Source: an optimization exercise on an open RTL-to-GDS flow (aim: small area). Production flows keep margins and buffers that such runs may drop. In this exercise RTL edits were held to simulation tests only and were not proved equivalent to the original. Power is estimated from default activity; no workload was simulated.

[design/flow/constraint.sdc]
create_clock -name core_clock -period 9.0 [get_ports {clk_i}]
set_input_delay 1.8000 -clock core_clock [delete_from_list [all_inputs] [get_ports {clk_i}]]
set_output_delay 1.8000 -clock core_clock [all_outputs]
set_load 0.01 [all_outputs]
[design/flow/run.sh]
#!/bin/bash
# synth_recipe.tcl (not shown) runs the flow's synth.tcl, then flattens the netlist and writes it again
# the make line also repeats each setting of config.mk as NAME=value (left out here)
make -C /OpenROAD-flow-scripts/flow DESIGN_CONFIG=/design/flow/config.mk WORK_HOME=/design/flow/orfs CLKGATE_MAP_FILE= SYNTH_SCRIPT=/design/flow/synth_recipe.tcl finish
[design/flow/design.v]
`timescale 1ns/1ps
`default_nettype none
module rv_core_de (
    input  logic        clk_i,
    input  logic        rst_n_i,
    input  logic [31:0] instr_i,
    input  logic [31:0] pc_i,
    input  logic        instr_valid_i,
    output logic        redirect_o,
    output logic [31:0] redirect_pc_o,
    output logic        wb_en_o,
    output logic [4:0]  wb_rd_o,
    output logic [31:0] wb_data_o
);
    localparam logic [2:0] C_NONE  = 3'd0;
    localparam logic [2:0] C_BR    = 3'd1;
    localparam logic [2:0] C_OP    = 3'd2;
    localparam logic [2:0] C_OPIMM = 3'd3;
    localparam logic [2:0] C_LUI   = 3'd4;
    localparam logic [2:0] C_AUIPC = 3'd5;
    localparam logic [2:0] C_JAL   = 3'd6;
    localparam logic [2:0] C_JALR  = 3'd7;
    logic [2:0] cls_d;
    always_comb begin
        cls_d = C_NONE;
        if (instr_valid_i) begin
            case (instr_i[6:0])
                7'b0110011: cls_d = C_OP;
                7'b0010011: cls_d = C_OPIMM;
                7'b0110111: cls_d = C_LUI;
                7'b0010111: cls_d = C_AUIPC;
                7'b1101111: cls_d = C_JAL;
                7'b1100111: cls_d = C_JALR;
                7'b1100011: cls_d = C_BR;
                default:    cls_d = C_NONE;
            endcase
        end
    end
    logic [2:0]  cls_e;
    logic [31:7] ir_e;
    logic [31:0] pc_e;
    always_ff @(posedge clk_i or negedge rst_n_i) begin
        if (!rst_n_i)        cls_e <= C_NONE;
        else if (redirect_o) cls_e <= C_NONE;  
        else                 cls_e <= cls_d;
    end
    always_ff @(posedge clk_i) begin
        ir_e <= instr_i[31:7];
        pc_e <= pc_i;
    end
    logic is_br, is_op, is_opimm, is_lui, is_auipc, is_jal, is_jalr;
    assign is_br    = (cls_e == C_BR);
    assign is_op    = (cls_e == C_OP);
    assign is_opimm = (cls_e == C_OPIMM);
    assign is_lui   = (cls_e == C_LUI);
    assign is_auipc = (cls_e == C_AUIPC);
    assign is_jal   = (cls_e == C_JAL);
    assign is_jalr  = (cls_e == C_JALR);
    logic [4:0] rd;
    logic [2:0] f3;
    assign rd  = ir_e[11:7];
    assign f3  = ir_e[14:12];
    logic [31:0] imm;
    always_comb begin
        if (is_lui || is_auipc)
            imm = {ir_e[31:12], 12'b0};
        else if (is_jal)
            imm = {{12{ir_e[31]}}, ir_e[19:12], ir_e[20], ir_e[30:21], 1'b0};
        else if (is_br)
            imm = {{20{ir_e[31]}}, ir_e[7], ir_e[30:25], ir_e[11:8], 1'b0};
        else
            imm = {{20{ir_e[31]}}, ir_e[31:20]};
    end
    logic [31:0] regs [1:31];
    logic [31:1] rvalid;
    logic [31:1] we;
    logic [31:1] sel1, sel2;
    logic [31:0] rs1_val, rs2_val;
    logic [31:1] rvalid_nxt;
    logic [31:1] sel1_d, sel2_d;
    always_comb begin
        for (int k = 1; k < 32; k++) begin
            we[k] = wb_en_o && (rd == 5'(k));
        end
    end
    assign rvalid_nxt = rvalid | we;
    always_ff @(posedge clk_i or negedge rst_n_i) begin
        if (!rst_n_i) rvalid <= '0;
        else          rvalid <= rvalid_nxt;
    end
    always_comb begin
        for (int k = 1; k < 32; k++) begin
            sel1_d[k] = rvalid_nxt[k] && (instr_i[19:15] == 5'(k));
            sel2_d[k] = rvalid_nxt[k] && (instr_i[24:20] == 5'(k));
        end
    end
    always_ff @(posedge clk_i) begin
        sel1 <= sel1_d;
        sel2 <= sel2_d;
    end
    for (genvar k = 1; k < 32; k++) begin : g_reg
        always_ff @(posedge clk_i) begin
            if (we[k]) regs[k] <= wb_data_o;
        end
    end
    always_comb begin
        rs1_val = '0;
        rs2_val = '0;
        for (int k = 1; k < 32; k++) begin
            rs1_val = rs1_val | ({32{sel1[k]}} & regs[k]);
            rs2_val = rs2_val | ({32{sel2[k]}} & regs[k]);
        end
    end
    logic        use_rs1, use_pc, use_rs2, use_4;
    logic [31:0] op_a, op_b;
    assign use_rs1 = is_op | is_opimm | is_br;
    assign use_pc  = is_auipc | is_jal | is_jalr;
    assign use_rs2 = is_op | is_br;
    assign use_4   = is_jal | is_jalr;
    assign op_a = ({32{use_rs1}} & rs1_val) | ({32{use_pc}} & pc_e);
    assign op_b = use_rs2 ? rs2_val : (use_4 ? 32'd4 : imm);
    logic        alu_f3;    
    logic        sub;
    logic [32:0] sum;
    logic        eq, lt, ltu;
    assign alu_f3 = is_op | is_opimm;
    assign sub    = is_br | (alu_f3 & (f3[2:1] == 2'b01)) |
                    (is_op & (f3 == 3'b000) & ir_e[30]);
    assign sum    = {1'b0, op_a} + {1'b0, op_b ^ {32{sub}}} + 33'(sub);
    assign ltu    = ~sum[32];
    assign lt     = (op_a[31] ^ op_b[31]) ? op_a[31] : sum[31];
    assign eq     = (sum[31:0] == 32'd0);
    logic        shl;
    logic [31:0] sh_in, sh_out, sh_rev;
    logic [32:0] sh_ext;
    assign shl = (f3 == 3'b001);
    always_comb begin
        for (int i = 0; i < 32; i++) sh_in[i] = shl ? op_a[31-i] : op_a[i];
    end
    assign sh_ext = {~shl & ir_e[30] & op_a[31], sh_in};
    assign sh_out = 32'($signed(sh_ext) >>> op_b[4:0]);
    always_comb begin
        for (int i = 0; i < 32; i++) sh_rev[i] = sh_out[31-i];
    end
    logic [3:0]  tt;
    logic [31:0] lu;
    always_comb begin
        tt = 4'b0000;
        if (alu_f3) begin
            case (f3)
                3'b100:  tt = 4'b0110;
                3'b110:  tt = 4'b1110;
                3'b111:  tt = 4'b1000;
                default: tt = 4'b0000;
            endcase
        end
        for (int i = 0; i < 32; i++) lu[i] = tt[{op_a[i], op_b[i]}];
    end
    logic        s_sum, s_sll, s_srl, s_slt, s_sltu;
    logic [31:0] alu_res;
    assign s_sum  = !alu_f3 || (f3 == 3'b000);
    assign s_sll  = alu_f3 && (f3 == 3'b001);
    assign s_slt  = alu_f3 && (f3 == 3'b010);
    assign s_sltu = alu_f3 && (f3 == 3'b011);
    assign s_srl  = alu_f3 && (f3 == 3'b101);
    assign alu_res = ({32{s_sum}} & sum[31:0]) | ({32{s_sll}} & sh_rev) |
                     ({32{s_srl}} & sh_out) | lu |
                     {31'b0, (s_slt & lt) | (s_sltu & ltu)};
    logic taken;
    always_comb begin
        case (f3)
            3'b000:  taken = eq;
            3'b001:  taken = ~eq;
            3'b100:  taken = lt;
            3'b101:  taken = ~lt;
            3'b110:  taken = ltu;
            3'b111:  taken = ~ltu;
            default: taken = 1'b0;
        endcase
    end
    logic [31:0] tgt_base, tgt;
    assign tgt_base = is_jalr ? rs1_val : pc_e;
    assign tgt      = tgt_base + imm;
    assign redirect_o    = is_jal | is_jalr | (is_br & taken);
    assign redirect_pc_o = {tgt[31:1], tgt[0] & ~is_jalr};
    assign wb_en_o       = ~(is_br | (cls_e == C_NONE)) & (rd != 5'd0);
    assign wb_rd_o       = rd;
    assign wb_data_o     = alu_res;
endmodule
`default_nettype wire
[design/flow/config.mk]
export PLATFORM = sky130hd
export DESIGN_NAME = rv_core_de
export DESIGN_NICKNAME = rv_core_de
export VERILOG_FILES = /design/flow/design.v
export SDC_FILE = /design/flow/constraint.sdc
export NUM_CORES = 4
export LEC_CHECK = 0
export CAP_MARGIN = 20
export CORE_MARGIN = 2
export CORE_UTILIZATION = 40
export SLEW_MARGIN = 20
==> reports/results.tsv <==
stage	metric	value	unit
route	Pre-Repair DR Iteration Count	13	
die	number of top-level pins	138	
sta	Setup-failing EPs final	2	
logic_synthesis	Cell variety after synth	82	
clock_network	cts hold-fix bufs	0	
sta	setup TNS	-0.466	ns
route	1st-iter DRT viols	11200	
logic_synthesis	yosys warns	2	
global_routing	initial antenna violation count	25	
logic_synthesis	Commonest cells post-synth	edfxtp_1 (992), a22oi_1 (661), clkbuf_1 (234)	
route	Post-DRT Antenna Nets	0	
layout	layout cell share with drive strength beyond 1	27.7	%
sta	Worst slew margin	15.7	%
clock_network	CTS tree	yes	
placed_design	hpwl dp	217000	um
pwr	total power	12.7	mW
layout	fin area	69600	um2
clock_network	Clock H-tree levels	3	
logic_synthesis	sequential-to-total area share from yosys stat	61.7	%
die	core area	133000	um2
setup_path	Worst Path Arrival	7.66	ns
route	Via Count	50900	
logic_synthesis	Cell Area, Synth	53500	um2
setup_path	Setup crit start kind	register	
die	FP Rows	134	
route	post-DR vias/cell	7.35	
die	Die ar.	137000	um2
setup_path	worst path required time	7.20	ns
pwr	Power per Cell Area	182	nW/um2
sta	clock skew	0.101	ns
global_routing	vias in the first global route	48200	
layout	multi-input logic area	20200	um2
layout	synthesis-to-layout area growth	30.1	%
setup_path	CP Max Fanout	9	
logic_synthesis	area leader, netlist	edfxtp_1	
route	DRC viols	0	
route	WL/cell	46.5	um
logic_synthesis	EDFF count, synth	992	
placed_design	dpl cell area	63400	um2
layout	fin util	52.3	%
sta	max-slew violation count	0	
die	Die H	370	um
logic_synthesis	syn_area_per_cell	12.8	um2
job	MaxCap Viol Count	0	
placed_design	Port Buffers	137	
clock_network	clk latency of the worst-skew pair	0.86	ns
global_routing	global route overflow	0	
die	Die W	370	um
sta	Final period util	105	%
global_routing	largest net degree at the start of global routing	45	
setup_path	critical path capture point type	output pin	
sta	Worst-Margin Slew	1.26	ns
outcome	status	complete, but fails checks	
logic_synthesis	Synth top area share	55.7	%
logic_synthesis	Cells after Synth	4186	
global_routing	gr usage total	46.0	%
logic_synthesis	Synth Net Count	4317	
pwr	Worst IR Drop VDD	192	uV
pwr	Leak	25.4	nW
logic_synthesis	post-synthesis register bit count	1145	
clock_network	CTS sink cnt	1145	
clock_network	root buffer cell	clkbuf_16	
layout	fill count	11400	
setup_path	critical path class	reg2out	
layout	final layout net count	5166	
die	Initial Utilization	40.2	%
layout	register area	33100	um2
sta	Final Hold Vio Count	0	
logic_synthesis	top cells by area, synth	edfxtp_1 (56%), a22oi_1 (9.3%), dfxtp_1 (4.5%)	
sta	RSZ-0062 raised after global routing	true	
placed_design	GP Congestion	1.15	
logic_synthesis	count leader, synth	edfxtp_1	
sta	final worst path period need	9.46	ns
logic_synthesis	Primary FF master, synth	edfxtp_1	
clock_network	clock-pin transition on the worst setup and hold timing paths	0.07	ns
min_path	Hold Path Class	reg2reg	
route	Routed WL	322000	um
global_routing	first-pass GRT wire length	423000	um
logic_synthesis	Synth async-reset ratio	2.97	%
sta	Setup WS post-layout	-0.458	ns
clock_network	CTS max path bufs	3	
sta	fmax	106	MHz
clock_network	clock buffer count from CTS	121	
outcome	SO Faults	setup timing	
worst max-delay path, stage by stage (launching register included):
cell and delay (ns):
dfxtp_2 0.45, buf_4 0.26, buf_12 0.16, buf_4 0.21
a222oi_1 0.61, nand3_1 0.12, or4_1 0.85, a22oi_1 0.45
inv_1 0.11, ha_1 0.38, buf_4 0.19, and2_1 0.21
a221oi_2 0.29, o21ai_1 0.13, a41oi_1 0.17, buf_4 0.16
xnor2_1 0.10, a211o_1 0.31, or4_4 0.54, nor4_4 0.24
buf_6 0.18, mux2_4 0.32, a211o_1 0.25, buf_2 0.14
through the flow:
| step | setup slack (ns) | hold slack, ns | std cells |
|---|---|---|---|
| final | -0.458 | 0.460 | 6925 |
| after detailed placement | -0.828 | 0.447 | 6613 |
| after global routing | -0.432 | 0.477 | 6917 |
| after CTS | -0.105 | 0.462 | 6898 |
| after global placement | -1.28 | 0.439 | 6611 |
| after floorplan | 0.212 | 0.428 | 4186 |
logic make-up after synthesis:
kind of cell / count (synthesis) / share of synthesized area (%)
AND/OR/NAND/NOR: 867 / 8.27
adder cells (fa/ha/maj): 64 / 1.53
buffers and inverters: 390 / 2.79
flip-flops: 1145 / 61.7
multiplexers: 194 / 3.83
XOR/XNOR: 81 / 1.34
AO/OA/AOI/OAI: 1445 / 20.5
area by class of cell:
type	count	area share [%]
antenna	13	0.0467
clock buffer	143	4.60
clock inverter	89	1.97
inverter	102	0.550
multi-input combinational	2651	29.0
sequential	1145	47.6
tap	1768	3.18
timing repair buffer	1014	13.0
placed cells by master, fill, tap and decap left out, types with 69 or more instances in the layout:
master and count:
a21oi_1 114, nand4_1 95, inv_1 99, o21ai_0 69, buf_4 780, nand3_1 192
clkdlybuf4s50_1 135, nor2_1 177, a22o_1 146, a221oi_1 132, clkbuf_16 123, buf_12 74
a22oi_1 644, edfxtp_1 992, mux2i_1 136, nand2_1 91
metal layers:
| metal | global-route usage, % | vias to the layer above | share of wire [%] |
|---|---|---|---|
| met4 | 39.3 | 22 | 11 |
| met2 | 66.0 | 5376 | 41 |
| met5 | 0.534 | - | 0.11 |
| met3 | 21.8 | 1838 | 16 |
| li1 | - | 19000 | - |
| met1 | 51.3 | 24700 | 32 |
state kept, by name (all words and copies together), names as in the netlist:
signal and flops:
rvalid 31, sel1 31, regs 992, pc_e 32, ir_e 25, sel2 31
cls_e 3
power breakdown:
part,internal (mW),switching (mW)
clock network,3.38,2.36
registers,5.85,0.0236
logic,0.395,0.658
path summary, 6_finish.rpt:
kind	start	endpoint	slack, ns	depth (start not counted)
setup / recovery	sel1[20]	redirect_o	-0.46	23
hold / removal	rvalid[21]	rvalid[21]	0.46	2
setup reg to reg	sel1[20]	cls_e[1]	1.96	23
hold reg to reg	rvalid[21]	rvalid[21]	0.46	2
max in group asynchronous	rst_n_i	cls_e[1]	7.17	2
min in group asynchronous	rst_n_i	rvalid[19]	1.40	2
what timing repair did:
item | in CTS | in global routing
gates resized for setup | 147 | 61
endpoints found under the hold margin | 0 | 0
setup endpoints to repair | 12 | 10
pin swaps | 75 | 37
setup buffers | 55 | 15

[static timing again, ports no longer ideal]
No port has a modelled driver above. Below, the same layout with a new extraction and two added sets of constraints.
Step 1 assumes that a clkbuf_16 drives the clock port and a buf_2 every other input.
Step 2 adds t to the input delays and takes it off the output delays; t is the mean of the earliest and latest rising clock arrival at the registers after step 1. Input paths then give back, and output paths get back, about the clock's delay inside the block.
Three values: no drivers, after step 1, after step 2; two values: the first two.
t (ns): 0.885
setup WS [ns]: -0.458 / -0.536 / 0.348
hold slack, ns: 0.460 / 0.460 / 0.460
latest minus earliest clock arrival (ns): 0.101 / 0.101
worst data-port slew with drivers (ns): 0.13
For this run, drivers alone change the setup slack by -0.078 ns; drivers and shift together by +0.806 ns.
